Context: an optimization exercise on an open-source flow, tuned for small area. The choices shown serve that exercise and are no tape-out recipe.
Where RTL was checked, it was by simulation tests only, not by an equivalence proof against the original.
Only the layout flow was run in runs 1 and 5 to 7; the RTL was not checked for function there.
No activity file was given, so power comes from the tool's default toggle rates. The flow treats the clock pin as an ideal source, which a real chip does not have.

## flow/flow/run.sh

```bash
#!/bin/bash
set -euo pipefail
CTS_ARGS="-sink_clustering_enable -repair_clock_nets -dont_use_dummy_load -sink_clustering_size 18 -sink_clustering_max_diameter 70 -buf_list sky130_fd_sc_hd__clkbuf_8"
bash standard.sh finish \
  "CTS_ARGS=${CTS_ARGS}" \
  "BUFFER_PORTS_ARGS=-buffer_cell sky130_fd_sc_hd__buf_1" \
  > flow_make.log 2>&1
test -f out/final.def
```

## flow/standard.sh

```bash
#!/bin/bash
# synth_recipe.tcl (not shown) runs the flow's synth.tcl, then flattens the netlist and writes it again
# the make line also repeats each setting of config.mk as NAME=value (left out here)
make -C /OpenROAD-flow-scripts/flow DESIGN_CONFIG=/design/flow/config.mk WORK_HOME=/design/flow/orfs CLKGATE_MAP_FILE= SYNTH_SCRIPT=/design/flow/synth_recipe.tcl "${@:-finish}"
```

## flow/config.mk

```make
export PLATFORM = sky130hd
export DESIGN_NAME = i281_trace_buffer
export DESIGN_NICKNAME = i281_trace_buffer
export VERILOG_FILES = /design/flow/design.v
export SDC_FILE = /design/flow/constraint.sdc
export NUM_CORES = 4
export LEC_CHECK = 0
export CAP_MARGIN = 20
export CORE_MARGIN = 2
export CORE_UTILIZATION = 60
export PLACE_DENSITY = 0.7
export SLEW_MARGIN = 20
```

## flow/constraint.sdc

```tcl
create_clock -name core_clock -period 6.0 [get_ports {clock}]
set_input_delay 1.2000 -clock core_clock [delete_from_list [all_inputs] [get_ports {clock}]]
set_output_delay 1.2000 -clock core_clock [all_outputs]
set_load 0.01 [all_outputs]
```

## flow/design.v

```verilog
module i281_trace_buffer #(
   parameter int DEPTH     = 64,
   parameter int NUM_REGS  = 4,
   parameter int REG_W     = 8,
   parameter int INSTR_W   = 5,
   parameter int STATE_W   = 5,
   parameter int FLAG_W    = 4,
   parameter int CYC_W     = 16,
   parameter int POST_TRIG = 8
) (
   input  logic                      clock,
   input  logic                      reset_n,
   input  logic                      capture_en,
   input  logic [INSTR_W-1:0]        instr,
   input  logic [STATE_W-1:0]        state,
   input  logic [NUM_REGS*REG_W-1:0] regs,
   input  logic [FLAG_W-1:0]         flags,
   input  logic                      arm,
   input  logic                      trig_en,
   input  logic [INSTR_W-1:0]        trig_instr,
   input  logic [STATE_W-1:0]        trig_state,
   output logic                      busy,
   output logic                      done,
   output logic                      wrapped,
   input  logic                      rd_start,
   input  logic                      rd_ready,
   output logic                      rd_valid,
   output logic [CYC_W+INSTR_W+STATE_W+NUM_REGS*REG_W+FLAG_W-1:0] rd_data,
   output logic                      rd_last
);
   localparam int AW       = $clog2(DEPTH);
   localparam int FW       = AW + 1;
   localparam int PW       = (POST_TRIG > 1) ? $clog2(POST_TRIG) : 1;
   localparam int SNAP_W   = INSTR_W + STATE_W + NUM_REGS*REG_W + FLAG_W;
   localparam int ENTRY_W  = CYC_W + SNAP_W;
   localparam int INS_STEP = 4;                       
   localparam int SW       = $clog2(INS_STEP);
   localparam int NINS     = DEPTH / INS_STEP;        
   localparam int RD_POS   = 1;                       
   typedef enum logic [2:0] {
      ST_IDLE,
      ST_ARMED,
      ST_POST,
      ST_DONE,
      ST_RSETUP,
      ST_READOUT
   } state_e;
   state_e             state_q, state_d;
   logic [FW-1:0]      fill_q, fill_d;        
   logic [PW-1:0]      post_cnt_q, post_cnt_d;
   logic               wrapped_q, wrapped_d;
   logic [CYC_W-1:0]   cyc_q, cyc_d;
   logic [AW-1:0]      ph_q;                  
   logic [AW-1:0]      ptr_q, ptr_d;          
   logic [INS_STEP-1:1] pend_q, pend_d;       
   logic               rd_valid_q, rd_valid_d;
   logic               rd_last_q, rd_last_d;
   logic [ENTRY_W-1:0] rd_data_q;
   logic [ENTRY_W-1:0] ring_q [DEPTH];
   logic [ENTRY_W-1:0] dly_q  [1:INS_STEP-1];    
   logic               capturing, reading, full, wr_en, trig_hit;
   logic [ENTRY_W-1:0] entry, ins_data;
   logic [SW-1:0]      src;
   logic               have, due, fetch;
   logic [AW-1:0]      ins_off;
   assign capturing = (state_q == ST_ARMED) || (state_q == ST_POST);
   assign reading   = (state_q == ST_READOUT);
   assign full      = fill_q[FW-1];
   assign wr_en     = capturing && capture_en && !arm;
   assign trig_hit  = (state_q == ST_ARMED) && capture_en && trig_en &&
                      (instr == trig_instr) && (state == trig_state);
   assign entry     = {cyc_q, instr, state, regs, flags};
   always_comb begin
      src  = '0;
      have = wr_en;
      for (int k = 1; k < INS_STEP; k++) begin
         if (pend_q[k]) begin
            src  = SW'(k);
            have = 1'b1;
         end
      end
   end
   assign ins_off  = ph_q + AW'(1) - ptr_q;            
   assign due      = have && (ins_off[SW-1:0] == '0);
   assign ins_data = (src == '0) ? entry : dly_q[src];
   assign fetch = reading && (ph_q - ptr_q == AW'(RD_POS)) &&
                  (!rd_valid_q || (rd_ready && !rd_last_q));
   always_comb begin
      state_d    = state_q;
      fill_d     = fill_q;
      post_cnt_d = post_cnt_q;
      wrapped_d  = wrapped_q;
      cyc_d      = cyc_q;
      ptr_d      = ptr_q;
      rd_valid_d = rd_valid_q;
      rd_last_d  = rd_last_q;
      for (int k = 1; k < INS_STEP; k++) begin
         pend_d[k] = ((k == 1) ? wr_en : pend_q[k-1]) && !(due && (src == SW'(k - 1)));
      end
      if (arm) begin
         state_d    = ST_ARMED;
         fill_d     = '0;
         post_cnt_d = '0;
         wrapped_d  = 1'b0;
         cyc_d      = '0;
         ptr_d      = '0;
         pend_d     = '0;
         rd_valid_d = 1'b0;
         rd_last_d  = 1'b0;
      end else begin
         if (due) ptr_d = ptr_q + AW'(1);
         unique case (state_q)
            ST_IDLE: begin
            end
            ST_ARMED, ST_POST: begin
               cyc_d = cyc_q + CYC_W'(1);
               if (capture_en) begin
                  if (full) wrapped_d = 1'b1;
                  else      fill_d    = fill_q + FW'(1);
               end
               if (trig_hit) begin
                  post_cnt_d = '0;
                  state_d    = ST_POST;
               end else if ((state_q == ST_POST) && capture_en) begin
                  post_cnt_d = post_cnt_q + PW'(1);
                  if (post_cnt_q == PW'(POST_TRIG - 1)) state_d = ST_DONE;
               end
            end
            ST_DONE: begin
               if (rd_start) state_d = ST_RSETUP;
            end
            ST_RSETUP: begin
               if (pend_q == '0) begin
                  state_d = ST_READOUT;
                  if (!wrapped_q) ptr_d = '0;
               end
            end
            ST_READOUT: begin
               if (fetch) begin
                  rd_valid_d = 1'b1;
                  rd_last_d  = (fill_q == FW'(1));
                  fill_d     = fill_q - FW'(1);
                  ptr_d      = ptr_q + AW'(1);
               end else if (rd_valid_q && rd_ready) begin
                  rd_valid_d = 1'b0;
                  if (rd_last_q) begin
                     rd_last_d = 1'b0;
                     state_d   = ST_IDLE;
                  end
               end
            end
            default: begin
               state_d = ST_IDLE;
            end
         endcase
      end
   end
   always_ff @(posedge clock or negedge reset_n) begin
      if (!reset_n) begin
         state_q    <= ST_IDLE;
         wrapped_q  <= 1'b0;
         ph_q       <= '0;
         ptr_q      <= '0;
         pend_q     <= '0;
         rd_valid_q <= 1'b0;
         rd_last_q  <= 1'b0;
      end else begin
         state_q    <= state_d;
         wrapped_q  <= wrapped_d;
         ph_q       <= ph_q + AW'(1);
         ptr_q      <= ptr_d;
         pend_q     <= pend_d;
         rd_valid_q <= rd_valid_d;
         rd_last_q  <= rd_last_d;
      end
   end
   always_ff @(posedge clock) begin
      fill_q     <= fill_d;
      post_cnt_q <= post_cnt_d;
      cyc_q      <= cyc_d;
   end
   always_ff @(posedge clock) begin
      for (int p = 0; p < DEPTH; p++) begin
         if (p % INS_STEP != 0) begin
            ring_q[p] <= ring_q[p-1];
         end else if (due && (ins_off == AW'(p))) begin
            ring_q[p] <= ((p / INS_STEP) % 2 == 1) ? ~ins_data : ins_data;
         end else begin
            ring_q[p] <= ~ring_q[(p + DEPTH - 1) % DEPTH];
         end
      end
      for (int k = 1; k < INS_STEP; k++) begin
         dly_q[k] <= (k == 1) ? entry : dly_q[k-1];
      end
      if (fetch) rd_data_q <= ring_q[RD_POS];
   end
   assign busy     = capturing;
   assign done     = (state_q == ST_DONE);
   assign wrapped  = wrapped_q;
   assign rd_valid = rd_valid_q;
   assign rd_data  = rd_data_q;
   assign rd_last  = rd_last_q;
endmodule
```

==> results of run 1 <==
==> layout make-up <==
cell class / instances / share of cell area (%)
Clock buffer: 287 / 3.69
Antenna cell: 5 / 0.0117
Inverter: 17 / 0.0619
Timing Repair Buffer: 250 / 1.55
Sequential cell: 4263 / 80.4
Multi-Input combinational cell: 1848 / 11.7
Tap cell: 2189 / 2.56
==> placed cells by master, fill, tap and decap left out, types with 14 or more instances in the layout <==
cell | netlist | routed
a21oi_1 | 24 | 24
a221oi_1 | 63 | 57
a22oi_1 | 63 | 63
buf_1 | 12 | 128
buf_12 | 0 | 20
buf_4 | 15 | 99
clkbuf_8 | 0 | 287
dfrtp_1 | 21 | 19
dfxtp_1 | 4180 | 4180
edfxtp_1 | 62 | 62
ha_1 | 18 | 18
inv_1 | 17 | 16
mux2i_1 | 503 | 503
nand2_1 | 398 | 398
nand3_1 | 15 | 15
nor2_1 | 106 | 96
o21ai_0 | 149 | 145
o21ai_1 | 115 | 115
o22ai_1 | 253 | 253
xnor2_1 | 14 | 14
xor2_1 | 27 | 27
==> through the flow <==
stage	utilization (%)	setup WS [ns]
CTS	64.8	1.79
detailed placement	62.4	1.61
global route	64.8	1.51
floorplan	-	2.24
global placement	62.4	1.74
finish	64.8	1.79
==> flip-flops by register name, indices dropped and copies added (netlist names) <==
signal,cells
ring_q,3968
dly_q,186
rd_data_q,62
cyc_q,16
fill_q,7
ph_q,6
ptr_q,6
pend_q,3
post_cnt_q,3
state_q,3
rd_last_q,1
rd_valid_q,1
wrapped_q,1
==> power by group through the flow <==
stage                     Clock [uW]  Combinational [uW]  Sequential (uW)
after floorplan                    0                1030            30500
after global placement             0                1720            30700
after detailed placement           0                1760            30700
after CTS                      12500                1760            30100
after global routing           13500                1900            30200
final                          12100                1760            30100
==> worst paths after layout <==
check | slack (ns) | cells past startpoint | end | startpoint
worst min register to register | 0.27 | 0 | ring_q[49][5] | ring_q[48][5]
worst max register to register | 1.79 | 11 | ring_q[12][30] | ph_q[0]
min in group core_clock | 0.27 | 0 | ring_q[49][5] | ring_q[48][5]
worst max-delay path | 1.79 | 11 | ring_q[12][30] | ph_q[0]
worst min-delay path | 0.21 | 2 | ph_q[0] | reset_n
max in group asynchronous | 5.41 | 2 | pend_q[3] | reset_n
==> layer usage <==
metal  part of all wire [%]  track usage [%]  wire, um
met5                      0                0         0
met2                     44             30.9     75500
met3                    4.3             3.86      7500
met1                     50             30.1     85900
met4                    2.2             5.84      3840
==> cells by family after synthesis <==
logic type | count (synthesis)
muxes | 503
and+or+nand+nor | 592
AOI/OAI and AO/OA | 692
xor gates and xnor gates | 42
adders and majority gates | 19
buffers and inverters | 295
DFF | 4263
==> results.toml, run 1 <==
[outcome]
outcome = "no timing/DRC/antenna violations"

[sta]
min_period_ns = 4.21
hold_viol_final = 0
rsz0062_at_grt = "no"
clock_skew_ns = 0.0896
slew_viol_final = 0
max_freq_ghz = 0.237
setup_violations = 0
slew_headroom_pct = 31.8
fin_tns_setup_ns = 0
whs_ns = 0.206
worst_pin_slew_ns = 1.02
period_share_pct = 70.2

[clock_tree]
clock_latency_ns = 1.05
path_clk_slew_ns = 0.11
cts_resized = 0
cts-root-buf = "clkbuf_8"
clock_sinks = 4263
post_cts_buffers = 0
htree_levels = 5
clockBufferDepth = 4
cts_tree = "yes"
cts_hold_buf = 0
cts_inserted_buffers = 287

[setup_path]
critPathKind = "reg2reg"
path_buf_inv = 2
worst_ep_arrival_time_ns = 5.07
cp-start-kind = "flop"
worst_ep_required_time_ns = 6.86
cp_top_family = "simple AND/OR/NAND/NOR gates"
critPathMaxStageDelay_ns = 0.76
worstPathMaxFanout = 44
cpMaxStageDelayCell = "nor3_1"
crit_path_cell_trace = "ha_1 -> nand3_1 -> xnor2_1 -> ha_1 -> xor3_1 -> nor3_1 -> nor2_4 -> buf_4 -> nor2_4 -> buf_12 -> o22ai_1"
crit_path_end_kind = "flop"

[power]
leakage_uw = 0.0426
seq_power_share_pct = 68.4
netSwitchingFraction_pct = 21.5
ir_drop_uv = 269
p_per_area_nw_per_um2 = 410
comb_power_share_pct = 4.0
p_switching_uw = 9430
p_total_uw = 44000
pwr-share-clk_pct = 27.6
internal-power_uw = 34500

[synthesis]
synth_top_family_by_area = "multiplexers"
synthMuxAreaShare_pct = 5.04
synthCells = 6406
syn_avg_cell_area_sq_um = 15.6
syn_nets = 6488
yosys_warnings = 65
synth_xor_area_share_pct = 0.384
yosys.area_share.simple_pct = 2.46
synthTopCellsByCount = "4180 x dfxtp_1, 503 x mux2i_1, 398 x nand2_1"
synth_cell_types = 57
yosysTopAreaCell = "dfxtp_1"
synth_area_sq_um = 99800
synth_compound_area_share_pct = 4.26
synth_ff_type = "dfxtp_1"
synth_edf_count = 62
ys_top_cells_by_area = "dfxtp_1 84%, mux2i_1 5.0%, edfxtp_1 1.9%"
ys_seq_area_share_pct = 86.2
yosys.area_share.adder_pct = 0.246
synthArstFlopShare_pct = 0.493
synth_most_common_cell = "dfxtp_1"
yosysTopAreaCellShare_pct = 83.8
synth-seq-cells = 4263

[layout]
fillers = 11600
multi_input_area_sq_um = 12600
synthToLayoutAreaGrowth_pct = 7.28
final-seq-area_sq_um = 86100
final_layout_size_suffix_gt1_share_pct = 6.68
fin_nets = 6749
fin_area_sq_um = 107000
finalNonFillerCells = 8859

[die]
core_area_sq_um = 165000
rows = 149
initial_core_util_pct = 60.4
die-width_um = 412
dieArea_sq_um = 170000
io_pins = 130
die_y_um = 412

[routing]
dr.pass1.iters = 5
vias = 44000
via_per_inst = 4.96
drtAntennaViolNets = 0
drc = 0
totalWireLength_mm = 173
drt-initial-drc-count = 2773
avgRoutedWirePerCell_um = 19.5

[placed_design]
place_congestion = 0.774
place_area_sq_um = 103000
port_buffers = 129
hpwl_mm = 96.0
dpl.cell_count = 8566

[grt]
antenna_found_initial = 15
grt_pass1_vias = 43800
grt_start_max_net_pins = 67
grt_pass1_wl_mm = 262
track_usage_pct = 20.4
grt.overflow.total = 0

[run]
max_cap_violations = 0

[min_path]
hp-class = "in2async"
==> inputs of run 2 (changes only) <==
--- a/flow/design.v
+++ b/flow/design.v
@@ -179,14 +179,29 @@
       post_cnt_q <= post_cnt_d;
       cyc_q      <= cyc_d;
    end
+   logic [NINS-1:0]    pm_q, pmb_q, pm_d;
+   logic [AW-1:0]      ins_off_d;
+   logic [NINS-1:0]    ins_sel, ins_selb;
+   assign ins_off_d = ph_q + AW'(2) - ptr_d;
+   always_comb begin
+      for (int j = 0; j < NINS; j++) begin
+         pm_d[j]     = (ins_off_d == AW'(j * INS_STEP));
+         ins_sel[j]  = have && pm_q[j];
+         ins_selb[j] = !have || pmb_q[j];
+      end
+   end
+   always_ff @(posedge clock) begin
+      pm_q  <= pm_d;
+      pmb_q <= ~pm_d;
+   end
    always_ff @(posedge clock) begin
       for (int p = 0; p < DEPTH; p++) begin
          if (p % INS_STEP != 0) begin
             ring_q[p] <= ring_q[p-1];
-         end else if (due && (ins_off == AW'(p))) begin
-            ring_q[p] <= ((p / INS_STEP) % 2 == 1) ? ~ins_data : ins_data;
          end else begin
-            ring_q[p] <= ~ring_q[(p + DEPTH - 1) % DEPTH];
+            ring_q[p] <= ~((ring_q[(p + DEPTH - 1) % DEPTH] | {ENTRY_W{ins_sel[p / INS_STEP]}}) &
+                           ({ENTRY_W{ins_selb[p / INS_STEP]}} |
+                            (((p / INS_STEP) % 2 == 1) ? ins_data : ~ins_data)));
          end
       end
       for (int k = 1; k < INS_STEP; k++) begin
==> results.toml, run 2 <==
[synthesis]
yosysTopAreaCellShare_pct = 85.5
syn_nets = 6325
synthTopCellsByCount = "4212 x dfxtp_1, 998 x o22ai_1, 250 x clkbuf_1"
synth_ff_type = "dfxtp_1"
yosys_warnings = 65
yosysTopAreaCell = "dfxtp_1"
ys_seq_area_share_pct = 87.9
synth_cell_types = 66
synth-seq-cells = 4295
syn_avg_cell_area_sq_um = 15.8
synth_edf_count = 62
synthCells = 6238
synthArstFlopShare_pct = 0.489
synth_area_sq_um = 98700
ys_top_cells_by_area = "dfxtp_1 85%, o22ai_1 6.3%, edfxtp_1 1.9%"
synth_most_common_cell = "dfxtp_1"

[sta]
max_freq_ghz = 0.182
hold_viol_final = 0
slew_viol_final = 0
min_period_ns = 5.49
setup_slack_ns = 0.505
setup_violations = 0
rsz0062_at_grt = "no"
clock_skew_ns = 0.118
worst_pin_slew_ns = 1.15
fin_tns_setup_ns = 0
slew_headroom_pct = 23.6
period_share_pct = 91.6

[grt]
track_usage_pct = 24.5
grt_start_max_net_pins = 126
antenna_found_initial = 8
grt_pass1_wl_mm = 306
grt_pass1_vias = 47200
grt.overflow.total = 0

[clock_tree]
cts_tree = "yes"
clock_sinks = 4295
path_clk_slew_ns = 0.11
clockBufferDepth = 4
post_cts_buffers = 0
htree_levels = 5
cts_resized = 0
cts_hold_buf = 0
clock_latency_ns = 1.06
cts-root-buf = "clkbuf_8"
cts_inserted_buffers = 290

[power]
internal-power_uw = 34600
leakage_uw = 0.0412
pwr-share-clk_pct = 27.8
netSwitchingFraction_pct = 22.1
ir_drop_uv = 283
seq_power_share_pct = 67.8
p_per_area_nw_per_um2 = 419
p_switching_uw = 9820
comb_power_share_pct = 4.4

[die]
core_area_sq_um = 163000
rows = 148
dieArea_sq_um = 168000
die_y_um = 409
die-width_um = 409
initial_core_util_pct = 60.5
io_pins = 130

[layout]
synthToLayoutAreaGrowth_pct = 7.55
final_cell_mix = "4212 x dfxtp_1, 998 x o22ai_1, 290 x clkbuf_8"
largest-register = "ring_q"
fin_nets = 6582
fillers = 11400
mostFrequentLayoutCell = "dfxtp_1"
final_layout_size_suffix_gt1_share_pct = 7.53
largest_reg_flops = 3968
largestRegisters = "ring_q: 3968 flops, dly_q: 186 flops, rd_data_q: 62 flops"

[min_path]
hp-class = "in2async"

[run]
max_cap_violations = 0

[routing]
drtAntennaViolNets = 0
via_per_inst = 5.50
drt-initial-drc-count = 3885
drc = 0
totalWireLength_mm = 208
vias = 47700
dr.pass1.iters = 5
avgRoutedWirePerCell_um = 24.0

[setup_path]
worst_ep_required_time_ns = 6.95
cp-start-kind = "flop"
worstPathMaxFanout = 6
worst_ep_arrival_time_ns = 6.45
crit_path_end_kind = "flop"
critPathKind = "reg2reg"

[placed_design]
place_worst_setup_slack_ns = 0.135
port_buffers = 129
place_congestion = 0.808
hpwl_mm = 112

[outcome]
outcome = "no timing/DRC/antenna violations"
run 2: changes by cell type in the layout (fill, tap and decap cells not counted), sizes merged, moves of 9 or more:
cell | before | now
xnor2 | 14 | 27
a221o | 0 | 62
nand2 | 398 | 37
o21ai | 264 | 8
xor2 | 27 | 17
or2 | 1 | 22
o31ai | 2 | 18
or4 | 0 | 9
dfxtp | 4180 | 4212
o22ai | 253 | 998
mux2i | 503 | 6
a31oi | 5 | 21
nor2b | 2 | 21
run 2: stage by stage:
step           power [uW]  hold WS [ns]  std cells  util (%)  cell area, sq um
3_3_place_gp        32600         0.310       8365      62.6            102000
3_5_place_dp        32700         0.312       8372      62.6            102000
2_1_floorplan       31600         0.310       6238         -             98700
4_1_cts             44600         0.106       8662      65.1            106000
6_report            44500         0.195       8670      65.1            106000
5_1_grt             45900         0.180       8670      65.1            106000
run 2: path summary, 6_finish.rpt:
check / from / end / slack (ns) / depth (start not counted)
setup / recovery: ph_q[0] / pm_q[15] / 0.51 / 19
hold / removal: reset_n / ptr_q[4] / 0.19 / 2
setup reg to reg: ph_q[0] / pm_q[15] / 0.51 / 19
hold reg to reg: ring_q[6][39] / ring_q[7][39] / 0.21 / 0
max in group asynchronous: reset_n / pend_q[3] / 5.45 / 2
min in group core_clock: ring_q[6][39] / ring_q[7][39] / 0.21 / 0
run 2: final cells by class:
| cell class | count | area (sq um) | share of cell area, % |
|---|---|---|---|
| Antenna cell | 2 | 5.00 | 0.00472 |
| Multi-Input combinational cell | 1632 | 11000 | 10.4 |
| Tap cell | 2175 | 2720 | 2.56 |
| Clock buffer | 290 | 3990 | 3.76 |
| Sequential cell | 4295 | 86700 | 81.7 |
| Timing Repair Buffer | 259 | 1580 | 1.49 |
| Inverter | 17 | 66.3 | 0.0625 |
run 2: power by group through the flow:
stage               Clock, uW  Sequential (uW)  Combinational (uW)
floorplan                   0            30600                1070
global placement            0            30700                1900
detailed placement          0            30800                1940
CTS                     12600            30100                1950
global route            13600            30200                2100
finish                  12400            30100                1960
run 2: worst max-delay path, cell delays in order (launching register included):
cell	delay, ns
dfrtp_1	0.41
inv_1	0.10
ha_1	0.23
fa_1	0.49
nand2b_1	0.05
a2111oi_0	0.61
nand2_1	0.28
o31ai_2	0.39
mux2i_1	0.23
nor2_1	0.07
ha_1	0.31
inv_1	0.04
ha_1	0.21
fa_1	0.49
a21o_1	0.18
a21oi_1	0.16
xnor2_1	0.17
or2_1	0.34
or4_4	0.47
a31oi_1	0.21
run 2: logic make-up after synthesis:
group | count (synthesis) | share of synthesized area (%)
adder cells (fa/ha/maj) | 24 | 0.320
buffers and inverters | 311 | 1.19
multiplexers | 7 | 0.0723
XOR/XNOR | 44 | 0.391
flip-flops | 4295 | 87.9
AO/OA/AOI/OAI | 1293 | 8.73
AND/OR/NAND/NOR | 264 | 1.40
run 2: layer usage:
metal | track usage (%) | wire (um)
met5 | 0 | 27
met4 | 7.11 | 4890
met3 | 4.25 | 12000
met2 | 36.7 | 91200
met1 | 36.7 | 99800
==> inputs of run 3 (changes only) <==
==> flow/flow/run.sh (replaced) <==
#!/bin/bash
set -euo pipefail
CTS_ARGS="-sink_clustering_enable -repair_clock_nets -dont_use_dummy_load -sink_clustering_size 30 -sink_clustering_max_diameter 80 -buf_list sky130_fd_sc_hd__clkbuf_16"
bash standard.sh finish \
  "CTS_ARGS=${CTS_ARGS}" \
  "BUFFER_PORTS_ARGS=-buffer_cell sky130_fd_sc_hd__buf_1" \
  > flow_make.log 2>&1
test -f out/final.def
==> results.toml, run 3 <==
[outcome]
outcome = "no timing/DRC/antenna violations"

[grt]
antenna_found_initial = 6
grt_pass1_wl_mm = 303
track_usage_pct = 24.3
grt_start_max_net_pins = 126
grt.overflow.total = 0
grt_pass1_vias = 46200

[die]
rows = 148
die-width_um = 409
initial_core_util_pct = 60.5
die_y_um = 409
core_area_sq_um = 163000
io_pins = 130
dieArea_sq_um = 168000

[sta]
fin_tns_setup_ns = 0
period_share_pct = 91.5
max_freq_ghz = 0.182
clock_skew_ns = 0.0832
min_period_ns = 5.49
hold_viol_final = 0
worst_pin_slew_ns = 1.16
slew_headroom_pct = 22.7
setup_violations = 0
rsz0062_at_grt = "no"
slew_viol_final = 0

[placed_design]
dpl.cell_count = 8372
hpwl_mm = 112
place_congestion = 0.808
port_buffers = 129

[clock_tree]
cts_tree = "yes"
cts-root-buf = "clkbuf_16"
clock_latency_ns = 0.84
cts_hold_buf = 0
clock_sinks = 4295
post_cts_buffers = 0
htree_levels = 4
clockBufferDepth = 3
path_clk_slew_ns = 0.11
cts_inserted_buffers = 163

[layout]
largest_reg_flops = 3968
largestRegisters = "ring_q: 3968 flops, dly_q: 186 flops, rd_data_q: 62 flops"
mostFrequentLayoutCell = "dfxtp_1"
final_cell_mix = "4212 x dfxtp_1, 998 x o22ai_1, 163 x clkbuf_16"
final_layout_size_suffix_gt1_share_pct = 5.69
fin_nets = 6456
n_antenna_cell = 0
fillers = 11300
finalNonFillerCells = 8542
synthToLayoutAreaGrowth_pct = 7.64
largest-register = "ring_q"

[setup_path]
crit_path_cell_trace = "inv_1 -> ha_1 -> fa_1 -> nand2b_1 -> a2111oi_0 -> nand2_1 -> o31ai_2 -> mux2i_1 -> nor2_1 -> ha_1 -> inv_1 -> ha_1 -> fa_1 -> a21o_1 -> a21oi_1 -> xnor2_1 -> or2_1 -> or4_4 -> a31oi_1"
critPathKind = "reg2reg"
worst_ep_arrival_time_ns = 6.23
worst_ep_required_time_ns = 6.74
r2r_setup_slack_ns = 0.51
critPathMaxStageDelay_ns = 0.61
crit_path_end_kind = "flop"
worstPathMaxFanout = 6
path_buf_inv = 2
r2r_cells = 19
cp_common_cell = "ha_1"
cp-start-kind = "flop"
cp_top_family = "adder cells"
cpMaxStageDelayCell = "a2111oi_0"
reg2reg_to = "pm_q[15]"
r2r_start = "ph_q[0]"
cp-startpoint = "ph_q[0]"

[synthesis]
yosysTopAreaCellShare_pct = 85.5
synthTopCellsByCount = "4212 x dfxtp_1, 998 x o22ai_1, 250 x clkbuf_1"
synth_area_sq_um = 98700
synth-seq-cells = 4295
yosys_warnings = 65
ys_top_cells_by_area = "dfxtp_1 85%, o22ai_1 6.3%, edfxtp_1 1.9%"
ys_seq_area_share_pct = 87.9
synthCells = 6238
synth_cell_types = 66
yosysTopAreaCell = "dfxtp_1"
syn_nets = 6325
synth_edf_count = 62
synth_most_common_cell = "dfxtp_1"
synthArstFlopShare_pct = 0.489
synth_ff_type = "dfxtp_1"
syn_avg_cell_area_sq_um = 15.8

[routing]
drt-initial-drc-count = 3958
drtAntennaViolNets = 0
avgRoutedWirePerCell_um = 24.2
vias = 47100
drc = 0
via_per_inst = 5.51
totalWireLength_mm = 207
dr.pass1.iters = 6

[power]
pwr-share-clk_pct = 28.4
p_per_area_nw_per_um2 = 422
leakage_uw = 0.0411
p_switching_uw = 9650
ir_drop_uv = 337
internal-power_uw = 35200
comb_power_share_pct = 4.4
seq_power_share_pct = 67.2
netSwitchingFraction_pct = 21.5

[min_path]
hold_depth = 0
hp-class = "reg2reg"
min_to = "ring_q[7][35]"
hp-start = "ring_q[6][35]"

[run]
max_cap_violations = 0
==> run 3: metrics by stage <==
| stage | setup slack, ns | cell area, sq um | hold WS [ns] | util [%] | power, uW |
|---|---|---|---|---|---|
| 2_1_floorplan | 0.874 | 98700 | 0.310 | - | 31600 |
| 3_3_place_gp | 0.164 | 102000 | 0.310 | 62.6 | 32600 |
| 3_5_place_dp | 0.135 | 102000 | 0.312 | 62.6 | 32700 |
| 4_1_cts | 0.472 | 106000 | 0.284 | 65.1 | 44900 |
| 5_1_grt | 0.0624 | 106000 | 0.293 | 65.2 | 46200 |
| 6_report | 0.511 | 106000 | 0.286 | 65.2 | 44800 |
==> run 3: power groups by stage <==
stage	registers, uW	clock network (uW)	logic, uW
after floorplan	30600	0	1070
after global placement	30700	0	1900
after detailed placement	30800	0	1940
after CTS	30100	12800	1950
after global routing	30300	13800	2100
final	30100	12700	1960
==> run 3: cell families after synthesis <==
family                   share of synthesized area (%)
flip-flops                                        87.9
AO/OA/AOI/OAI                                     8.73
buffers and inverters                             1.19
AND/OR/NAND/NOR                                   1.40
XOR/XNOR                                         0.391
adder cells (fa/ha/maj)                          0.320
multiplexers                                    0.0723
==> run 3: worst max-delay path by stage <==
| stage | end | cells after the start |
|---|---|---|
| after floorplan | pm_q[12] | 17 |
| after global routing | pm_q[6] | 20 |
| final | pm_q[15] | 19 |
| after global placement | pmb_q[10] | 18 |
| after CTS | pmb_q[9] | 19 |
| after detailed placement | pmb_q[11] | 18 |
==> run 3: what timing repair did <==
action,in CTS,in global routing
gates resized for setup,0,2
hold endpoints to repair,0,0
setup endpoints to repair,0,13
==> run 3: layer usage <==
metal / vias to the layer above / part of all wire [%] / GRT usage, %
met1: 23900 / 49 / 36.9
met5: - / 0.0063 / 0
li1: 21700 / - / -
met3: 293 / 5.3 / 3.80
met2: 1211 / 44 / 36.9
met4: 2 / 2.1 / 5.76
==> run 3: layout make-up <==
| class | count | area (sq um) | area share [%] |
|---|---|---|---|
| clock buffers | 163 | 4080 | 3.84 |
| inverters | 17 | 66.3 | 0.0625 |
| multi-input cells | 1632 | 11000 | 10.4 |
| flip-flops and latches | 4295 | 86700 | 81.7 |
| well taps | 2175 | 2720 | 2.56 |
| repair buffers | 260 | 1590 | 1.50 |
==> inputs of run 4 (changes only) <==
==> flow/flow/run.sh (replaced) <==
#!/bin/bash
set -euo pipefail
CTS_ARGS="-sink_clustering_enable -repair_clock_nets -dont_use_dummy_load -sink_clustering_size 9 -sink_clustering_max_diameter 40 -buf_list sky130_fd_sc_hd__clkbuf_4"
bash standard.sh finish \
  "CTS_ARGS=${CTS_ARGS}" \
  "BUFFER_PORTS_ARGS=-buffer_cell sky130_fd_sc_hd__buf_1" \
  > flow_make.log 2>&1
test -f out/final.def
==> results.toml, run 4 <==
[outcome]
outcome = "no timing/DRC/antenna violations"

[synthesis]
syn_nets = 6325
yosysTopAreaCellShare_pct = 85.5
synth_area_sq_um = 98700
yosys_warnings = 65
yosysTopAreaCell = "dfxtp_1"
synth_edf_count = 62
synthCells = 6238
synthArstFlopShare_pct = 0.489
ys_top_cells_by_area = "dfxtp_1 85%, o22ai_1 6.3%, edfxtp_1 1.9%"
synth_ff_type = "dfxtp_1"
syn_avg_cell_area_sq_um = 15.8
synth_cell_types = 66
ys_seq_area_share_pct = 87.9
synth_most_common_cell = "dfxtp_1"
synth-seq-cells = 4295
synthTopCellsByCount = "4212 x dfxtp_1, 998 x o22ai_1, 250 x clkbuf_1"

[sta]
worst_pin_slew_ns = 1.15
slew_viol_final = 0
fin_tns_setup_ns = 0
slew_headroom_pct = 23.1
setup_slack_ns = 0.486
min_period_ns = 5.51
rsz0062_at_grt = "no"
period_share_pct = 91.9
hold_viol_final = 0
clock_skew_ns = 0.0777
max_freq_ghz = 0.181
setup_violations = 0

[layout]
fin_nets = 6902
final_cell_mix = "4212 x dfxtp_1, 998 x o22ai_1, 566 x clkbuf_4"
synthToLayoutAreaGrowth_pct = 8.28
largestRegisters = "ring_q: 3968 flops, dly_q: 186 flops, rd_data_q: 62 flops"
mostFrequentLayoutCell = "dfxtp_1"
largest_reg_flops = 3968
largest-register = "ring_q"
final_layout_size_suffix_gt1_share_pct = 11.2

[routing]
drt-initial-drc-count = 3639
via_per_inst = 5.50
dr.pass1.iters = 5
drc = 0
avgRoutedWirePerCell_um = 23.5
totalWireLength_mm = 211
vias = 49400
drtAntennaViolNets = 0

[min_path]
hold_depth = 1
hp-class = "in2reg"
min_to = "dly_q[1][29]"
hp-start = "regs[25]"

[setup_path]
critPathKind = "reg2reg"
crit_path_end_kind = "flop"
reg2reg_to = "pm_q[15]"
r2r_setup_slack_ns = 0.49
r2r_cells = 19
worst_ep_arrival_time_ns = 6.74
worst_ep_required_time_ns = 7.23
worstPathMaxFanout = 6
r2r_start = "ph_q[0]"
cp-start-kind = "flop"

[die]
initial_core_util_pct = 60.5
rows = 148
die-width_um = 409
core_area_sq_um = 163000
dieArea_sq_um = 168000
io_pins = 130
die_y_um = 409

[placed_design]
hpwl_mm = 112
place_worst_setup_slack_ns = 0.135
port_buffers = 129
place_congestion = 0.808

[clock_tree]
clock_sinks = 4295
htree_levels = 6
clock_latency_ns = 1.39
cts-root-buf = "clkbuf_4"
post_cts_buffers = 0
clockBufferDepth = 4
cts_inserted_buffers = 566
path_clk_slew_ns = 0.09
cts_tree = "yes"

[run]
max_cap_violations = 0

[grt]
grt.overflow.total = 0
grt_start_max_net_pins = 126
track_usage_pct = 25.1
grt_pass1_wl_mm = 314
antenna_found_initial = 7
grt_pass1_vias = 50300

[power]
ir_drop_uv = 290
p_per_area_nw_per_um2 = 420
leakage_uw = 0.0419
[run 4: cell counts after synthesis]
Identical to the previous run, type by type.
[run 4: how the worst max path moves through the flow]
stage	start	to	slack, ns
after floorplan	rd_ready	pm_q[12]	0.87
after global placement	rd_ready	pmb_q[10]	0.16
after detailed placement	rd_ready	pmb_q[11]	0.14
after CTS	ph_q[0]	pm_q[15]	0.42
after global routing	ph_q[0]	pm_q[7]	0.06
final	ph_q[0]	pm_q[15]	0.49
[run 4: worst max-delay path: stages (launching register included)]
cell and delay [ns]:
dfrtp_1 0.41, inv_1 0.10, ha_1 0.23, fa_1 0.49
nand2b_1 0.05, a2111oi_0 0.59, nand2_1 0.27, o31ai_2 0.40
mux2i_1 0.23, nor2_1 0.07, ha_1 0.30, inv_1 0.04
ha_1 0.21, fa_1 0.49, a21o_1 0.18, a21oi_1 0.16
xnor2_1 0.18, or2_1 0.34, or4_4 0.47, a31oi_1 0.21
[run 4: area by class of cell]
cell class | count | area, sq um
antenna | 8 | 20.0
clock buffer | 566 | 4250
fill | 11500 | 56100
inverter | 17 | 66.3
multi-input combinational | 1632 | 11000
sequential | 4295 | 86700
tap | 2175 | 2720
timing repair buffer | 303 | 2020
[run 4: where the power goes]
group | internal (uW) | total (uW) | switching [uW]
Clock | 4370 | 12700 | 8360
Sequential | 29700 | 30100 | 396
Combinational | 544 | 1990 | 1450
Total | 34600 | 44800 | 10200
[run 4: kinds of logic (layout without fill, tap and decap cells)]
kind of cell | count (synthesis) | count (layout) | synth area share [%]
buffers and inverters | 311 | 886 | 1.19
and+or+nand+nor | 264 | 264 | 1.40
xor gates and xnor gates | 44 | 44 | 0.391
adders and majority gates | 24 | 24 | 0.320
other | 0 | 8 | 0
muxes | 7 | 7 | 0.0723
AOI/OAI and AO/OA | 1293 | 1293 | 8.73
DFF | 4295 | 4295 | 87.9
[run 4: metrics by stage]
step | utilization (%) | total power (uW) | cells | hold slack [ns] | cell area [sq um]
after floorplan | - | 31600 | 6238 | 0.310 | 98700
after global placement | 62.6 | 32600 | 8365 | 0.310 | 102000
after detailed placement | 62.6 | 32700 | 8372 | 0.312 | 102000
after CTS | 65.5 | 45100 | 8982 | 0.0141 | 107000
after global routing | 65.5 | 46600 | 8996 | 0.0284 | 107000
final | 65.5 | 44800 | 8996 | 0.143 | 107000
[run 4: what timing repair did]
action | 4_1_cts | 5_1_grt
hold endpoints to repair | 64 | 0
setup endpoints to repair | 0 | 18
resized for setup | 0 | 2
hold buffers | 44 | 0
[run 4: routing by layer]
metal  vias to the layer above  GRT usage (%)  share of wire, %
met3                       408           5.35               5.9
met5                         -              0             0.013
met1                     24700           36.6                48
li1                      22800              -                 -
met2                      1531           37.1                44
met4                         4           9.00               2.7
==> inputs of run 5 (changes only) <==
--- a/flow/design.v
+++ b/flow/design.v
@@ -50,8 +50,7 @@
    logic [PW-1:0]      post_cnt_q, post_cnt_d;
    logic               wrapped_q, wrapped_d;
    logic [CYC_W-1:0]   cyc_q, cyc_d;
-   logic [AW-1:0]      ph_q;                  
-   logic [AW-1:0]      ptr_q, ptr_d;          
+   logic [AW-1:0]      off_q, off_d;          
    logic [INS_STEP-1:1] pend_q, pend_d;       
    logic               rd_valid_q, rd_valid_d;
    logic               rd_last_q, rd_last_d;
@@ -62,7 +61,6 @@
    logic [ENTRY_W-1:0] entry, ins_data;
    logic [SW-1:0]      src;
    logic               have, due, fetch;
-   logic [AW-1:0]      ins_off;
    assign capturing = (state_q == ST_ARMED) || (state_q == ST_POST);
    assign reading   = (state_q == ST_READOUT);
    assign full      = fill_q[FW-1];
@@ -80,10 +78,9 @@
          end
       end
    end
-   assign ins_off  = ph_q + AW'(1) - ptr_q;            
-   assign due      = have && (ins_off[SW-1:0] == '0);
+   assign due      = have && (off_q[SW-1:0] == '0);
    assign ins_data = (src == '0) ? entry : dly_q[src];
-   assign fetch = reading && (ph_q - ptr_q == AW'(RD_POS)) &&
+   assign fetch = reading && (off_q == AW'(RD_POS + 1)) &&
                   (!rd_valid_q || (rd_ready && !rd_last_q));
    always_comb begin
       state_d    = state_q;
@@ -91,7 +88,7 @@
       post_cnt_d = post_cnt_q;
       wrapped_d  = wrapped_q;
       cyc_d      = cyc_q;
-      ptr_d      = ptr_q;
+      off_d      = (due || fetch) ? off_q : off_q + AW'(1);
       rd_valid_d = rd_valid_q;
       rd_last_d  = rd_last_q;
       for (int k = 1; k < INS_STEP; k++) begin
@@ -103,12 +100,10 @@
          post_cnt_d = '0;
          wrapped_d  = 1'b0;
          cyc_d      = '0;
-         ptr_d      = '0;
          pend_d     = '0;
          rd_valid_d = 1'b0;
          rd_last_d  = 1'b0;
       end else begin
-         if (due) ptr_d = ptr_q + AW'(1);
          unique case (state_q)
             ST_IDLE: begin
             end
@@ -132,7 +127,7 @@
             ST_RSETUP: begin
                if (pend_q == '0) begin
                   state_d = ST_READOUT;
-                  if (!wrapped_q) ptr_d = '0;
+                  off_d   = off_q + AW'(1) + fill_q[AW-1:0];
                end
             end
             ST_READOUT: begin
@@ -140,7 +135,6 @@
                   rd_valid_d = 1'b1;
                   rd_last_d  = (fill_q == FW'(1));
                   fill_d     = fill_q - FW'(1);
-                  ptr_d      = ptr_q + AW'(1);
                end else if (rd_valid_q && rd_ready) begin
                   rd_valid_d = 1'b0;
                   if (rd_last_q) begin
@@ -159,16 +153,14 @@
       if (!reset_n) begin
          state_q    <= ST_IDLE;
          wrapped_q  <= 1'b0;
-         ph_q       <= '0;
-         ptr_q      <= '0;
+         off_q      <= '0;
          pend_q     <= '0;
          rd_valid_q <= 1'b0;
          rd_last_q  <= 1'b0;
       end else begin
          state_q    <= state_d;
          wrapped_q  <= wrapped_d;
-         ph_q       <= ph_q + AW'(1);
-         ptr_q      <= ptr_d;
+         off_q      <= off_d;
          pend_q     <= pend_d;
          rd_valid_q <= rd_valid_d;
          rd_last_q  <= rd_last_d;
@@ -179,20 +171,17 @@
       post_cnt_q <= post_cnt_d;
       cyc_q      <= cyc_d;
    end
-   logic [NINS-1:0]    pm_q, pmb_q, pm_d;
-   logic [AW-1:0]      ins_off_d;
+   logic [NINS-1:0]    pm_q, pm_d;
    logic [NINS-1:0]    ins_sel, ins_selb;
-   assign ins_off_d = ph_q + AW'(2) - ptr_d;
    always_comb begin
       for (int j = 0; j < NINS; j++) begin
-         pm_d[j]     = (ins_off_d == AW'(j * INS_STEP));
+         pm_d[j]     = (off_d == AW'(j * INS_STEP));
          ins_sel[j]  = have && pm_q[j];
-         ins_selb[j] = !have || pmb_q[j];
+         ins_selb[j] = !have || (off_q != AW'(j * INS_STEP));
       end
    end
    always_ff @(posedge clock) begin
-      pm_q  <= pm_d;
-      pmb_q <= ~pm_d;
+      pm_q <= pm_d;
    end
    always_ff @(posedge clock) begin
       for (int p = 0; p < DEPTH; p++) begin
==> flow/flow/run.sh (replaced) <==
#!/bin/bash
set -euo pipefail
CTS_ARGS="-sink_clustering_enable -repair_clock_nets -dont_use_dummy_load -sink_clustering_size 34 -sink_clustering_max_diameter 60 -buf_list sky130_fd_sc_hd__clkbuf_16"
bash standard.sh finish \
  "CTS_ARGS=${CTS_ARGS}" \
  "BUFFER_PORTS_ARGS=-buffer_cell sky130_fd_sc_hd__buf_1" \
  > flow_make.log 2>&1
test -f out/final.def
==> results.toml, run 5 <==
[sta]
slew_headroom_pct = 20.6
hold_viol_final = 0
min_period_ns = 4.53
period_share_pct = 75.4
fin_tns_setup_ns = 0
clock_skew_ns = 0.0967
worst_pin_slew_ns = 1.19
whs_ns = 0.269
rsz0062_at_grt = "no"
max_freq_ghz = 0.221
slew_viol_final = 0
setup_violations = 0

[synthesis]
yosysTopAreaCell = "dfxtp_1"
yosys_warnings = 65
synth_ff_type = "dfxtp_1"
ys_seq_area_share_pct = 88.4
synthTopCellsByCount = "4196 x dfxtp_1, 992 x o22ai_1, 224 x clkbuf_1"
ys_top_cells_by_area = "dfxtp_1 86%, o22ai_1 6.4%, edfxtp_1 1.9%"
synthArstFlopShare_pct = 0.351
synth-seq-cells = 4273
synth_cell_types = 62
synth_area_sq_um = 97600
syn_avg_cell_area_sq_um = 15.9
yosysTopAreaCellShare_pct = 86.1
synth_most_common_cell = "dfxtp_1"
syn_nets = 6212
synthCells = 6134
synth_edf_count = 62

[clock_tree]
cts_hold_buf = 0
clock_sinks = 4273
cts-root-buf = "clkbuf_16"
htree_levels = 4
clockBufferDepth = 3
cts_resized = 0
cts_inserted_buffers = 163
post_cts_buffers = 0
cts_tree = "yes"
path_clk_slew_ns = 0.11
clock_latency_ns = 0.82

[routing]
vias = 45700
drt-initial-drc-count = 3644
dr.pass1.iters = 5
via_per_inst = 5.44
drtAntennaViolNets = 0
drc = 0
avgRoutedWirePerCell_um = 22.6
totalWireLength_mm = 190

[layout]
final_cell_mix = "4196 x dfxtp_1, 992 x o22ai_1, 163 x clkbuf_16"
synthToLayoutAreaGrowth_pct = 7.52
mostFrequentLayoutCell = "dfxtp_1"
largestRegisters = "ring_q: 3968 flops, dly_q: 186 flops, rd_data_q: 62 flops"
fin_area_sq_um = 105000
n_antenna_cell = 0
fin_nets = 6325
largest-register = "ring_q"
final_layout_size_suffix_gt1_share_pct = 5.30
largest_reg_flops = 3968

[power]
leakage_uw = 0.0408
p_total_uw = 55800
ir_drop_uv = 342
p_per_area_nw_per_um2 = 532

[placed_design]
port_buffers = 129
place_area_sq_um = 101000
hpwl_mm = 106
place_congestion = 0.769

[grt]
grt_pass1_vias = 45200
antenna_found_initial = 6
grt_pass1_wl_mm = 284
grt.overflow.total = 0
grt_start_max_net_pins = 133
track_usage_pct = 22.6

[setup_path]
worst_ep_required_time_ns = 6.70
worst_ep_arrival_time_ns = 5.23
critPathKind = "reg2reg"
worstPathMaxFanout = 39
cp-start-kind = "flop"
crit_path_end_kind = "flop"

[die]
rows = 147
io_pins = 130
core_area_sq_um = 161000
dieArea_sq_um = 166000
die-width_um = 407
die_y_um = 407
initial_core_util_pct = 60.6

[min_path]
hp-class = "reg2reg"

[run]
max_cap_violations = 0

[outcome]
outcome = "no timing/DRC/antenna violations"
==> run 5: cell count changes after synthesis, sizes merged, moves of 12 or more <==
cell and delta:
dfxtp -16, nor2b -14, o21ai +12, clkbuf -26, nor3 +21, buf +15
xnor2 -17, a31oi -19, and2 +15, or2 -19, o31ai -16
==> run 5: area by class of cell <==
cell class / count / area, sq um
multi-input combinational: 1566 / 10500
sequential: 4273 / 86200
inverter: 12 / 47.5
tap: 2160 / 2700
clock buffer: 163 / 4080
fill: 11300 / 56200
timing repair buffer: 231 / 1390
==> run 5: per-layer routing <==
layer	wire length, um	vias to the layer above	track usage (%)
met5	11	-	0
met4	4280	2	5.59
met3	9300	254	3.20
met2	85000	1036	34.5
met1	91800	23100	34.1
li1	-	21400	-
==> run 5: final timing paths <==
| kind | startpoint | end | depth (start not counted) | slack (ns) |
|---|---|---|---|---|
| worst max-delay path | off_q[4] | ring_q[60][4] | 7 | 1.47 |
| worst min-delay path | ring_q[1][19] | ring_q[2][19] | 0 | 0.27 |
| worst max register to register | off_q[4] | ring_q[60][4] | 7 | 1.47 |
| worst min register to register | ring_q[1][19] | ring_q[2][19] | 0 | 0.27 |
| max in group asynchronous | reset_n | pend_q[3] | 1 | 4.74 |
| min in group asynchronous | reset_n | off_q[0] | 1 | 0.52 |
==> run 5: worst max-delay path, stage by stage (launching register included) <==
cell	delay, ns
dfrtp_1	0.62
nor4_1	0.68
o2111a_4	0.75
or2_0	0.39
and3_1	0.48
nand3_4	0.74
buf_4	0.55
o22ai_1	0.17
==> run 5: cells by family (layout without fill, tap and decap cells) <==
family,after synthesis,count (layout),share of synthesized area (%)
XOR/XNOR,31,31,0.286
multiplexers,3,3,0.0308
flip-flops,4273,4273,88.4
AND/OR/NAND/NOR,255,255,1.27
adder cells (fa/ha/maj),15,15,0.200
buffers and inverters,295,406,1.21
AO/OA/AOI/OAI,1262,1262,8.61
==> run 5: metrics by stage <==
step                      setup WS, ns  std cells  utilization [%]
final                             1.47       8405             65.1
after global routing              1.35       8405             65.1
after CTS                         1.51       8401             65.1
after detailed placement          1.34       8238             62.5
after global placement            1.45       8232             62.5
after floorplan                   2.54       6134                -
==> run 5: where the power goes <==
part	internal (uW)	leakage, uW	switching, uW	total, uW
clock network	4900	0.00201	7690	12600
logic	1430	0.00300	2920	4360
registers	36500	0.0358	2370	38900
==> inputs of run 6 (changes only) <==
==> flow/flow/run.sh (replaced) <==
#!/bin/bash
set -euo pipefail
CTS_ARGS="-sink_clustering_enable -repair_clock_nets -dont_use_dummy_load -sink_clustering_size 18 -sink_clustering_max_diameter 70 -buf_list sky130_fd_sc_hd__clkbuf_8"
bash standard.sh finish \
  "CTS_ARGS=${CTS_ARGS}" \
  "BUFFER_PORTS_ARGS=-buffer_cell sky130_fd_sc_hd__buf_1" \
  > flow_make.log 2>&1
test -f out/final.def
--- a/flow/config.mk
+++ b/flow/config.mk
@@ -7,6 +7,6 @@
 export LEC_CHECK = 0
 export CAP_MARGIN = 20
 export CORE_MARGIN = 2
-export CORE_UTILIZATION = 60
-export PLACE_DENSITY = 0.7
+export CORE_UTILIZATION = 72
+export PLACE_DENSITY = 0.8
 export SLEW_MARGIN = 20
==> results.toml, run 6 <==
[clock_tree]
cts_resized = 0
cts_inserted_buffers = 287
cts-root-buf = "clkbuf_8"
htree_levels = 5
clock_latency_ns = 1.05
post_cts_buffers = 0
path_clk_slew_ns = 0.10
clockBufferDepth = 4
cts_tree = "yes"
clock_sinks = 4273
cts_hold_buf = 0

[grt]
track_usage_pct = 29.6
grt_pass1_wl_mm = 302
grt_pass1_vias = 48500
antenna_found_initial = 6
grt_start_max_net_pins = 127
grt.overflow.total = 0

[synthesis]
synth_cell_types = 62
yosysTopAreaCellShare_pct = 86.1
synth_most_common_cell = "dfxtp_1"
synth_ff_type = "dfxtp_1"
synth_area_sq_um = 97600
synthTopCellsByCount = "4196 x dfxtp_1, 992 x o22ai_1, 224 x clkbuf_1"
yosys_warnings = 65
yosysTopAreaCell = "dfxtp_1"
ys_top_cells_by_area = "dfxtp_1 86%, o22ai_1 6.4%, edfxtp_1 1.9%"
synth-seq-cells = 4273
ys_seq_area_share_pct = 88.4
synth_edf_count = 62
synthCells = 6134
syn_nets = 6212
syn_avg_cell_area_sq_um = 15.9
synthArstFlopShare_pct = 0.351

[setup_path]
r2r_setup_slack_ns = 1.50
worstPathMaxFanout = 38
cpMaxStageDelayCell = "nor4_1"
worst_ep_arrival_time_ns = 5.44
r2r_start = "off_q[5]"
worst_ep_required_time_ns = 6.94
critPathKind = "reg2reg"
r2r_cells = 7
crit_path_cell_trace = "nor4_1 -> o2111a_4 -> or2_0 -> and3b_1 -> nand2_4 -> buf_4 -> o22ai_1"
crit_path_end_kind = "flop"
cp-start-kind = "flop"
reg2reg_to = "ring_q[4][24]"
critPathMaxStageDelay_ns = 0.74
cp_top_family = "simple AND/OR/NAND/NOR gates"
path_buf_inv = 1

[sta]
rsz0062_at_grt = "no"
worst_pin_slew_ns = 1.22
setup_violations = 0
min_period_ns = 4.50
fin_tns_setup_ns = 0
period_share_pct = 75.0
hold_viol_final = 0
slew_headroom_pct = 19.0
whs_ns = 0.294
clock_skew_ns = 0.0547
slew_viol_final = 0
max_freq_ghz = 0.222

[power]
netSwitchingFraction_pct = 24.4
pwr-share-clk_pct = 22.0
seq_power_share_pct = 69.9
leakage_uw = 0.0408
comb_power_share_pct = 8.0
p_per_area_nw_per_um2 = 537
internal-power_uw = 42300
p_switching_uw = 13600
ir_drop_uv = 390

[min_path]
hp-class = "in2async"

[routing]
drt-initial-drc-count = 4046
totalWireLength_mm = 208
dr.pass1.iters = 6
drc = 0
avgRoutedWirePerCell_um = 25.5
vias = 48100
drtAntennaViolNets = 0
via_per_inst = 5.90

[die]
rows = 135
core_area_sq_um = 135000
die-width_um = 372
dieArea_sq_um = 138000
die_y_um = 372
initial_core_util_pct = 72.3
io_pins = 130

[layout]
fin_area_sq_um = 104000
mostFrequentLayoutCell = "dfxtp_1"
synthToLayoutAreaGrowth_pct = 6.84
largest_reg_flops = 3968
finalNonFillerCells = 8154
largest-register = "ring_q"
fillers = 7012
final_layout_size_suffix_gt1_share_pct = 7.12
largestRegisters = "ring_q: 3968 flops, dly_q: 186 flops, rd_data_q: 62 flops"
final_cell_mix = "4196 x dfxtp_1, 992 x o22ai_1, 287 x clkbuf_8"
final-seq-area_sq_um = 86200
fin_nets = 6445
multi_input_area_sq_um = 10500

[placed_design]
place_congestion = 0.800
dpl.cell_count = 7850
port_buffers = 129
place_area_sq_um = 100000
hpwl_mm = 110

[run]
max_cap_violations = 0

[outcome]
outcome = "no timing/DRC/antenna violations"
-- run 6: cell counts after synthesis --
Identical to the previous run, type by type.
-- run 6: how the worst max path moves through the flow --
stage | depth (start not counted) | end | slack (ns) | startpoint
global route | 7 | ring_q[4][24] | 1.48 | off_q[5]
finish | 7 | ring_q[4][24] | 1.50 | off_q[5]
detailed placement | 8 | ring_q[4][12] | 1.46 | rd_ready
global placement | 8 | ring_q[60][60] | 1.67 | rd_ready
floorplan | 8 | fill_q[3] | 2.54 | rd_ready
CTS | 7 | ring_q[4][24] | 1.65 | off_q[5]
-- run 6: power by group through the flow --
| stage | sequential, uW | clock, uW | combinational [uW] |
|---|---|---|---|
| final | 39100 | 12300 | 4500 |
| after global routing | 39700 | 13300 | 4770 |
| after CTS | 39000 | 12400 | 4410 |
| after detailed placement | 39500 | 0 | 4310 |
| after global placement | 39200 | 0 | 4050 |
| after floorplan | 38300 | 0 | 2610 |
-- run 6: per-layer routing --
metal	global-route usage [%]	wire [um]	up-vias
met5	0	13	-
met4	9.81	5670	2
met3	5.17	12900	410
met2	46.3	96700	1662
met1	42.5	92700	24500
li1	-	-	21500
-- run 6: kinds of logic after synthesis --
family | after synthesis | synth area share [%]
flops | 4273 | 88.4
compound gates | 1262 | 8.61
buf+inv | 295 | 1.21
simple gates | 255 | 1.27
xor+xnor | 31 | 0.286
fa+ha+maj | 15 | 0.200
mux | 3 | 0.0308
-- run 6: cell type report --
| class | instances | area share (%) |
|---|---|---|
| tap | 1781 | 2.14 |
| antenna | 8 | 0.0192 |
| clock buffer | 287 | 3.79 |
| multi-input combinational | 1566 | 10.0 |
| timing repair buffer | 227 | 1.23 |
| inverter | 12 | 0.0456 |
| sequential | 4273 | 82.7 |
-- run 6: metrics by stage --
step | total power [uW] | util, % | setup slack, ns
after global placement | 43200 | 74.2 | 1.67
after global routing | 57800 | 77.2 | 1.48
after CTS | 55800 | 77.2 | 1.65
after detailed placement | 43800 | 74.2 | 1.46
final | 55900 | 77.2 | 1.50
after floorplan | 40900 | - | 2.54
==> inputs of run 7 (changes only) <==
==> flow/flow/run.sh (replaced) <==
#!/bin/bash
set -euo pipefail
CTS_ARGS="-sink_clustering_enable -repair_clock_nets -dont_use_dummy_load -sink_clustering_size 34 -sink_clustering_max_diameter 60 -buf_list sky130_fd_sc_hd__clkbuf_16 -sink_clustering_buffer sky130_fd_sc_hd__clkbuf_16 -tree_buf sky130_fd_sc_hd__clkbuf_4 -root_buf sky130_fd_sc_hd__clkbuf_8"
bash standard.sh finish \
  "CTS_ARGS=${CTS_ARGS}" \
  "BUFFER_PORTS_ARGS=-buffer_cell sky130_fd_sc_hd__buf_1" \
  > flow_make.log 2>&1
test -f out/final.def
--- a/flow/config.mk
+++ b/flow/config.mk
@@ -7,6 +7,6 @@
 export LEC_CHECK = 0
 export CAP_MARGIN = 20
 export CORE_MARGIN = 2
-export CORE_UTILIZATION = 72
-export PLACE_DENSITY = 0.8
+export CORE_UTILIZATION = 60
+export PLACE_DENSITY = 0.7
 export SLEW_MARGIN = 20
==> results.toml, run 7 <==
[synthesis]
ys_seq_area_share_pct = 88.4
yosysTopAreaCell = "dfxtp_1"
synth_ff_type = "dfxtp_1"
synth_top_family_by_area = "compound AO/OA/AOI/OAI gates"
ys_top_cells_by_area = "dfxtp_1 86%, o22ai_1 6.4%, edfxtp_1 1.9%"
syn_avg_cell_area_sq_um = 15.9
yosys.area_share.adder_pct = 0.200
yosysTopAreaCellShare_pct = 86.1
synthTopCellsByCount = "4196 x dfxtp_1, 992 x o22ai_1, 224 x clkbuf_1"
synth_cell_types = 62
synthCells = 6134
synth_compound_area_share_pct = 8.61
yosys.area_share.simple_pct = 1.27
synthArstFlopShare_pct = 0.351
synth_area_sq_um = 97600
synth-seq-cells = 4273
synth_most_common_cell = "dfxtp_1"
synthMuxAreaShare_pct = 0.0308
synth_edf_count = 62
synth_xor_area_share_pct = 0.286
yosys_warnings = 65
syn_nets = 6212

[layout]
largest-register = "ring_q"
final_layout_size_suffix_gt1_share_pct = 5.30
largest_reg_flops = 3968
synthToLayoutAreaGrowth_pct = 7.25
fin_nets = 6325
final_cell_mix = "4196 x dfxtp_1, 992 x o22ai_1, 146 x clkbuf_16"
mostFrequentLayoutCell = "dfxtp_1"
largestRegisters = "ring_q: 3968 flops, dly_q: 186 flops, rd_data_q: 62 flops"
fillers = 11300

[setup_path]
r2r_cells = 7
critPathMaxStageDelay_ns = 0.76
r2r_start = "off_q[4]"
crit_path_end = "ring_q[60][4]"
crit_path_end_kind = "flop"
critPathKind = "reg2reg"
cp_top_family = "simple AND/OR/NAND/NOR gates"
cp_num_cells = 7
cp-startpoint = "off_q[4]"
cp-start-kind = "flop"
reg2reg_to = "ring_q[60][4]"
worstPathMaxFanout = 39
worst_ep_arrival_time_ns = 5.55
crit_path_cell_trace = "nor4_1 -> o2111a_4 -> or2_0 -> and3_1 -> nand3_4 -> buf_4 -> o22ai_1"
cpMaxStageDelayCell = "o2111a_4"
r2r_setup_slack_ns = 1.39
path_buf_inv = 1
worst_ep_required_time_ns = 6.94

[routing]
avgRoutedWirePerCell_um = 22.6
dr.pass1.iters = 6
drt-initial-drc-count = 3654
drtAntennaViolNets = 0
totalWireLength_mm = 190
drc = 0
vias = 45700
via_per_inst = 5.43

[grt]
track_usage_pct = 22.6
antenna_found_initial = 8
grt_pass1_wl_mm = 284
grt_pass1_vias = 45200
grt.overflow.total = 0
grt_start_max_net_pins = 133

[sta]
clock_skew_ns = 0.210
hold_viol_final = 0
worst_pin_slew_ns = 1.18
whs_ns = 0.166
period_share_pct = 76.8
slew_viol_final = 0
slew_headroom_pct = 21.3
min_period_ns = 4.61
rsz0062_at_grt = "no"
setup_violations = 0
fin_tns_setup_ns = 0
max_freq_ghz = 0.217

[clock_tree]
htree_levels = 4
clockBufferDepth = 3
clock_sinks = 4273
cts_hold_buf = 0
cts_inserted_buffers = 163
cts-root-buf = "clkbuf_8"
clock_latency_ns = 1.12
cts_resized = 0
path_clk_slew_ns = 0.11
post_cts_buffers = 0
cts_tree = "yes"

[die]
rows = 147
dieArea_sq_um = 166000
io_pins = 130
die-width_um = 407
die_y_um = 407
initial_core_util_pct = 60.6
core_area_sq_um = 161000

[power]
leakage_uw = 0.0407
ir_drop_uv = 288
p_per_area_nw_per_um2 = 529

[run]
max_cap_violations = 0

[placed_design]
place_congestion = 0.769
port_buffers = 129
hpwl_mm = 106

[outcome]
outcome = "no timing/DRC/antenna violations"

[min_path]
hp-class = "reg2reg"
-- run 7: cell type report --
class	count	area (sq um)	area share, %
flip-flops and latches	4273	86200	82.4
repair buffers	231	1390	1.32
well taps	2160	2700	2.58
inverters	12	47.5	0.0454
diodes	10	25.0	0.0239
clock buffers	163	3790	3.62
multi-input cells	1566	10500	9.99
-- run 7: where the power goes --
group | switching [uW] | total (uW) | internal [uW] | leakage [uW]
logic | 2930 | 4360 | 1430 | 0.00300
registers | 2370 | 38900 | 36500 | 0.0358
clock network | 7660 | 12100 | 4430 | 0.00188
total | 12900 | 55300 | 42400 | 0.0407
-- run 7: how the worst min path moves through the flow --
stage	slack, ns	to	depth (start not counted)	from
floorplan	0.31	ring_q[10][0]	0	ring_q[9][0]
global placement	0.31	ring_q[14][18]	0	ring_q[13][18]
detailed placement	0.31	ring_q[25][13]	0	ring_q[24][13]
CTS	0.13	dly_q[1][17]	1	regs[13]
global route	0.15	dly_q[1][18]	1	regs[14]
finish	0.17	ring_q[2][19]	0	ring_q[1][19]
-- run 7: cell families after synthesis --
logic type	Yosys count
compound gates	1262
xor+xnor	31
fa+ha+maj	15
buf+inv	295
flops	4273
mux	3
simple gates	255
-- run 7: metrics by stage --
stage	cells	util, %	power [uW]	instance area [sq um]	setup WS [ns]
2_1_floorplan	6134	-	40900	97600	2.54
3_3_place_gp	8232	62.5	43300	101000	1.45
3_5_place_dp	8238	62.5	43700	101000	1.34
4_1_cts	8401	64.9	55500	105000	1.51
5_1_grt	8413	64.9	57500	105000	1.36
6_report	8415	64.9	55300	105000	1.39
-- run 7: per-layer routing --
layer  share of wire (%)  global-route usage [%]  routed length [um]  vias to the layer above
met3                 4.7                    3.13                9000                      254
li1                    -                       -                   -                    21400
met5              0.0058                       0                  11                        -
met1                  49                    34.1               92400                    23000
met4                 2.3                    5.84                4340                        2
met2                  44                    34.4               84400                     1014

==> static timing again, ports no longer ideal <==
No port has a modelled driver above. Below, the same layouts with a new extraction and two added sets of constraints.
Step 1, drivers: a clkbuf_16 drives clock and a buf_2 each remaining input, both assumed.
Step 2 times the ports against the registers' clock, not the clock port: input delays grow and output delays shrink by t, the midpoint of the rising clock arrivals with the driver on.
Three values: ideal, step 1, step 2; two values: the first two.
run | shift t [ns] | slack for setup (ns) | worst register clock-pin slew, ns | pins driven straight from the clock port
run 1 | 1.078 | 1.787 / 1.787 / 1.527 | 0.11 / 0.11 | 1
run 2 | 1.084 | 0.505 / 0.505 / 0.187 | 0.11 / 0.11 | 1
run 3 | 0.880 | 0.511 / 0.511 / 0.196 | 0.11 / 0.11 | 1
run 4 | 1.417 | 0.486 / 0.486 / 0.163 | 0.10 / 0.10 | 1
run 5 | 0.864 | 1.474 / 1.474 / 1.315 | 0.12 / 0.12 | 1
run 6 | 1.092 | 1.502 / 1.502 / 1.378 | 0.12 / 0.12 | 1
run 7 | 1.117 | 1.394 / 1.394 / 1.304 | 0.12 / 0.12 | 1
After both steps setup and hold are still met in every run listed. The setup slack of run 4, which loses most, moves by 0.000 ns with the drivers and by -0.323 ns with both steps.
